This design comes from an exercise in tuning for a short achievable clock period and few clock cycles per item on the open sky130 flow, not from production work. The RTL was checked by simulation tests, not by an equivalence proof against the original design. Power and IR drop assume default switching activity.

== branch sierra ==
==> flow/design.v (excerpt) <==
module cpu #(
    parameter cpu_pkg::word_t RESET_PC = '0
) (
    input  logic           clk,
    input  logic           reset,
    output cpu_pkg::word_t imem_addr,
    input  cpu_pkg::word_t imem_data,
    output logic           dmem_valid,
    output logic           dmem_write,
    output cpu_pkg::word_t dmem_addr,
    output cpu_pkg::word_t dmem_wdata,
    input  logic           dmem_ready,
    input  cpu_pkg::word_t dmem_rdata
);
Size: ~79000 um^2 of cells after synthesis.
==> module if_next, before the edit <==
module if_next (
    input  cpu_pkg::word_t pc,
    input  cpu_pkg::word_t instr,
    input  logic           stall,
    output cpu_pkg::word_t next_pc,
    output logic           pred,
    output cpu_pkg::word_t tgt_b,
    output cpu_pkg::word_t pc4
);
    logic jal, br, sel_j, sel_b, sel_4, hold;
    cpu_pkg::word_t immb, immj, tgt_j, early;
    assign jal  = instr[6:0] == 7'b1101111;
    assign br   = instr[6:0] == 7'b1100011;
    assign pred = br && (instr[31] || instr[12]);
    assign immb = {{20{instr[31]}}, instr[7], instr[30:25], instr[11:8], 1'b0};
    assign immj = {{12{instr[31]}}, instr[19:12], instr[20], instr[30:21], 1'b0};
    ks_add32 u_tgt_b (.a(pc), .b(immb), .cin(1'b0), .s(tgt_b), .c31());
    ks_add32 u_tgt_j (.a(pc), .b(immj), .cin(1'b0), .s(tgt_j), .c31());
    assign pc4 = pc + 32'd4;
    assign sel_j = !stall && jal;
    assign sel_b = !stall && pred && !jal;
    assign sel_4 = !stall && !pred && !jal;
    assign hold  = stall;
    for (genvar i = 0; i < 32; i++) begin : g_next
        g_ao22 u_early (.s1(sel_4), .a(pc4[i]),   .s2(hold),  .b(pc[i]),    .y(early[i]));
        g_sel2 u_pc    (.s1(sel_j), .a(tgt_j[i]), .s2(sel_b), .b(tgt_b[i]), .c(early[i]), .y(next_pc[i]));
    end
endmodule
clock: 7.0 ns
lec_check: 0
abc_clock_period_in_ps: 2500
cap_margin: 20
cell_pad_in_sites_detail_placement: 1
cell_pad_in_sites_global_placement: 2
core_margin: 2
core_utilization: 30
place_density: 0.5
setup_slack_margin: 4.0
slew_margin: 20
synth_hierarchical: 1
standard.sh (not shown) runs the stock make flow with config.mk's settings and CLKGATE_MAP_FILE= SYNTH_SCRIPT=/design/flow/synth_recipe.tcl, a recipe that flattens the netlist after the stock synthesis.
==> flow/flow/run.sh <==
#!/bin/bash
# Standard layout, except that:
# - synthesis leaves adders to ABC instead of mapping them onto the
#   library's full/half-adder cells;
# - the port buffers are buf_6 cells instead of the small delay buffers
#   that buffer_ports picks by default (every port still gets a buffer);
# - timing repair may resize a cell to any cell of the same function, not
#   only to one of the same footprint.
set -euo pipefail
cd "$(dirname "$0")/.."
ADDER_MAP_FILE= BUFFER_PORTS_ARGS="-buffer_cell sky130_fd_sc_hd__buf_6" \
    bash standard.sh MATCH_CELL_FOOTPRINT=0 finish > standard.log 2>&1
branch sierra | status: complete | timing, DRC, antenna: pass
Testbench counts of branch sierra, summed over its fixed seeds: cycles 23,234, instructions 21,723.
The following lists how branch zinc was set up differently from branch sierra:
--- a/flow/design.v
+++ b/flow/design.v
@@ -44,11 +44,11 @@
     output logic           pred,
     output cpu_pkg::word_t tgt_b,
     output cpu_pkg::word_t pc4
 );
     logic jal, br, sel_j, sel_b, sel_4, hold;
-    cpu_pkg::word_t immb, immj, tgt_j, early;
+    cpu_pkg::word_t immb, immj, tgt_j, jb;
     assign jal  = instr[6:0] == 7'b1101111;
     assign br   = instr[6:0] == 7'b1100011;
     assign pred = br && (instr[31] || instr[12]);
     assign immb = {{20{instr[31]}}, instr[7], instr[30:25], instr[11:8], 1'b0};
     assign immj = {{12{instr[31]}}, instr[19:12], instr[20], instr[30:21], 1'b0};
@@ -58,12 +58,12 @@
     assign sel_j = !stall && jal;
     assign sel_b = !stall && pred && !jal;
     assign sel_4 = !stall && !pred && !jal;
     assign hold  = stall;
     for (genvar i = 0; i < 32; i++) begin : g_next
-        g_ao22 u_early (.s1(sel_4), .a(pc4[i]),   .s2(hold),  .b(pc[i]),    .y(early[i]));
-        g_sel2 u_pc    (.s1(sel_j), .a(tgt_j[i]), .s2(sel_b), .b(tgt_b[i]), .c(early[i]), .y(next_pc[i]));
+        g_ao22 u_jb  (.s1(sel_j), .a(tgt_j[i]), .s2(sel_b), .b(tgt_b[i]), .y(jb[i]));
+        g_sel2 u_pc  (.s1(sel_4), .a(pc4[i]),   .s2(hold),  .b(pc[i]),    .c(jb[i]), .y(next_pc[i]));
     end
 endmodule
 `default_nettype wire
 `timescale 1ns/10ps
 `default_nettype none
==> comparison <==
branch zinc | stages: all done | timing, DRC, antenna: all pass
Re synthesis-stage register bit count: no difference whatsoever between branch sierra and branch zinc.
branch zinc against branch sierra: count of clock-buffer cells in the layout grew by 0.43%; non-clock buffer count -51.
[branch zinc] post-route core utilization fell 0.29 points relative to branch sierra
Compared with branch sierra, branch zinc improves total power.
branch zinc reports a lower ratio of total power to cell area than branch sierra does.
Testbench counts of branch zinc, summed over its fixed seeds: cycles 23,234, instructions 21,723.

---

cpu again, from the RTL that the note above started with.
==> flow/config.mk <==
export PLATFORM = sky130hd
export DESIGN_NAME = cpu
export DESIGN_NICKNAME = cpu
export VERILOG_FILES = /design/flow/design.v
export SDC_FILE = /design/flow/constraint.sdc
export NUM_CORES = 4
export LEC_CHECK = 0
export ABC_CLOCK_PERIOD_IN_PS = 2500
export CAP_MARGIN = 20
export CELL_PAD_IN_SITES_DETAIL_PLACEMENT = 1
export CELL_PAD_IN_SITES_GLOBAL_PLACEMENT = 2
export CORE_MARGIN = 2
export CORE_UTILIZATION = 30
export PLACE_DENSITY = 0.5
export SETUP_SLACK_MARGIN = 4.3
export SLEW_MARGIN = 20
export SYNTH_HIERARCHICAL = 1
==> flow/constraint.sdc <==
create_clock -name core_clock -period 7.0 [get_ports {clk}]
set_input_delay 1.4000 -clock core_clock [delete_from_list [all_inputs] [get_ports {clk}]]
set_output_delay 1.4000 -clock core_clock [all_outputs]
set_load 0.01 [all_outputs]
Scripts as last shown in full above: flow/flow/run.sh
The baseline finished with timing, DRC and antenna clean.
Testbench counts at the start, summed over its fixed seeds: cycles 23,234, instructions 21,723.
Change:
--- a/flow/design.v
+++ b/flow/design.v
@@ -171,35 +171,54 @@
     input  logic d,
     output logic y
 );
     assign y = !(a | b | c | d);
 endmodule
 module eq32 (
     input  logic [31:0] a,
     input  logic [31:0] b,
     output logic        eq
 );
     logic [31:0] d;
     logic [15:0] e;
-    logic [3:0]  f;
+    logic [7:0]  f;
+    logic [3:0]  g;
+    logic [1:0]  h;
     for (genvar i = 0; i < 32; i++) begin : g_d
         g_xor2 u_d (.a(a[i]), .b(b[i]), .y(d[i]));
     end
     for (genvar i = 0; i < 16; i++) begin : g_e
         g_nor2 u_e (.a(d[2*i]), .b(d[2*i+1]), .y(e[i]));
     end
-    for (genvar i = 0; i < 4; i++) begin : g_f
-        g_nand4 u_f (.a(e[4*i]), .b(e[4*i+1]), .c(e[4*i+2]), .d(e[4*i+3]), .y(f[i]));
+    for (genvar i = 0; i < 8; i++) begin : g_f
+        g_nand2 u_f (.a(e[2*i]), .b(e[2*i+1]), .y(f[i]));
     end
-    g_nor4 u_eq (.a(f[0]), .b(f[1]), .c(f[2]), .d(f[3]), .y(eq));
+    for (genvar i = 0; i < 4; i++) begin : g_g
+        g_nor2 u_g (.a(f[2*i]), .b(f[2*i+1]), .y(g[i]));
+    end
+    for (genvar i = 0; i < 2; i++) begin : g_h
+        g_nand2 u_h (.a(g[2*i]), .b(g[2*i+1]), .y(h[i]));
+    end
+    g_nor2 u_eq (.a(h[0]), .b(h[1]), .y(eq));
+endmodule
+module g_mux4 (
+    input  logic s1,
+    input  logic s0,
+    input  logic a,
+    input  logic b,
+    input  logic c,
+    input  logic d,
+    output logic y
+);
+    assign y = s1 ? (s0 ? d : c) : (s0 ? b : a);
 endmodule
 module g_ao22 (
     input  logic s1,
     input  logic a,
     input  logic s2,
     input  logic b,
     output logic y
 );
     assign y = (s1 & a) | (s2 & b);
 endmodule
 module g_sel2 (
     input  logic s1,
@@ -400,27 +419,26 @@
         .next_pc (f_next),
         .pred    (f_pred),
         .tgt_b   (f_tgt_b),
         .pc4     (f_pc4)
     );
     logic ex_is_branch, any_eq, any_ne;
     assign ex_is_branch = ex_miss_eq || ex_miss_ne;
     logic any_e_z, any_e_nz, any_n_z, any_n_nz, any_e, any_n;
     assign any_e_z  = ex_miss_eq || id_red_z;
     assign any_e_nz = ex_miss_eq || id_red_nz;
     assign any_n_z  = ex_miss_ne || id_red_z;
     assign any_n_nz = ex_miss_ne || id_red_nz;
-    g_mux2 u_any_e (.s(d_zero), .a(any_e_nz), .b(any_e_z), .y(any_e));
-    g_mux2 u_any_n (.s(d_zero), .a(any_n_nz), .b(any_n_z), .y(any_n));
-    g_mux2 u_any   (.s(ex_eq),  .a(any_n),    .b(any_e),   .y(any_redirect));
+    g_mux4 u_any (.s1(ex_eq), .s0(d_zero), .a(any_n_nz), .b(any_n_z), .c(any_e_nz), .d(any_e_z),
+                  .y(any_redirect));
     for (genvar i = 0; i < 32; i++) begin : g_pc
         g_mux2 u_rec (.s(ex_is_branch), .a(id_rec_pc[i]), .b(ex_rec_pc[i]), .y(rec_pc[i]));
         g_mux2 u_pc  (.s(any_redirect), .a(f_next[i]), .b(rec_pc[i]), .y(pc_next[i]));
     end
     always_ff @(posedge clk or posedge reset) begin
         if (reset) begin
             pc <= RESET_PC;
         end else begin
             pc <= pc_next;
         end
     end
     logic any_redirect_n, id_keep, id_valid_d;
Effect: The new run finished with timing, DRC and antenna clean. Non-clock buffer count grows by 59. Clock skew came out lower by 0.0086 ns. Critical path depth is unchanged. Die area barely changes. Via count came out higher by 1.2%. Worst setup slack gains 0.0045 ns. Power went up by 2.1%. Register-to-register slack is about the same.
Testbench counts after the change, summed over its fixed seeds: cycles 23,234, instructions 21,723.

[port drivers added, routing unchanged]
Ports are ideal in the flow. The routed layouts listed here were re-timed in OpenROAD.
Step 1, drivers: a clkbuf_16 drives clk and a buf_2 each remaining input, both assumed.
Step 2 also shifts input and output timing later by t, the mid clock arrival at the registers, as if the neighbouring blocks saw the same clock.
a / b / c = no drivers / after step 1 / after step 2; a / b = the first two.
| run | t, ns | setup WS [ns] | hold WS [ns] |
|---|---|---|---|
| branch sierra | 0.919 | 3.799 / 3.799 / 2.999 | 0.419 / 0.419 / 0.419 |
| branch zinc | 0.934 | 3.792 / 3.749 / 2.815 | 0.397 / 0.397 / 0.397 |
| the first run of note 2 | 0.926 | 3.903 / 3.811 / 2.891 | 0.410 / 0.410 / 0.410 |
| the second run of note 2 | 0.920 | 3.908 / 3.814 / 2.928 | 0.394 / 0.394 / 0.394 |
After both steps setup and hold are still met in every run listed. The setup slack of the first run of note 2, which loses most, moves by -0.092 ns with the drivers and by -1.012 ns with both steps.
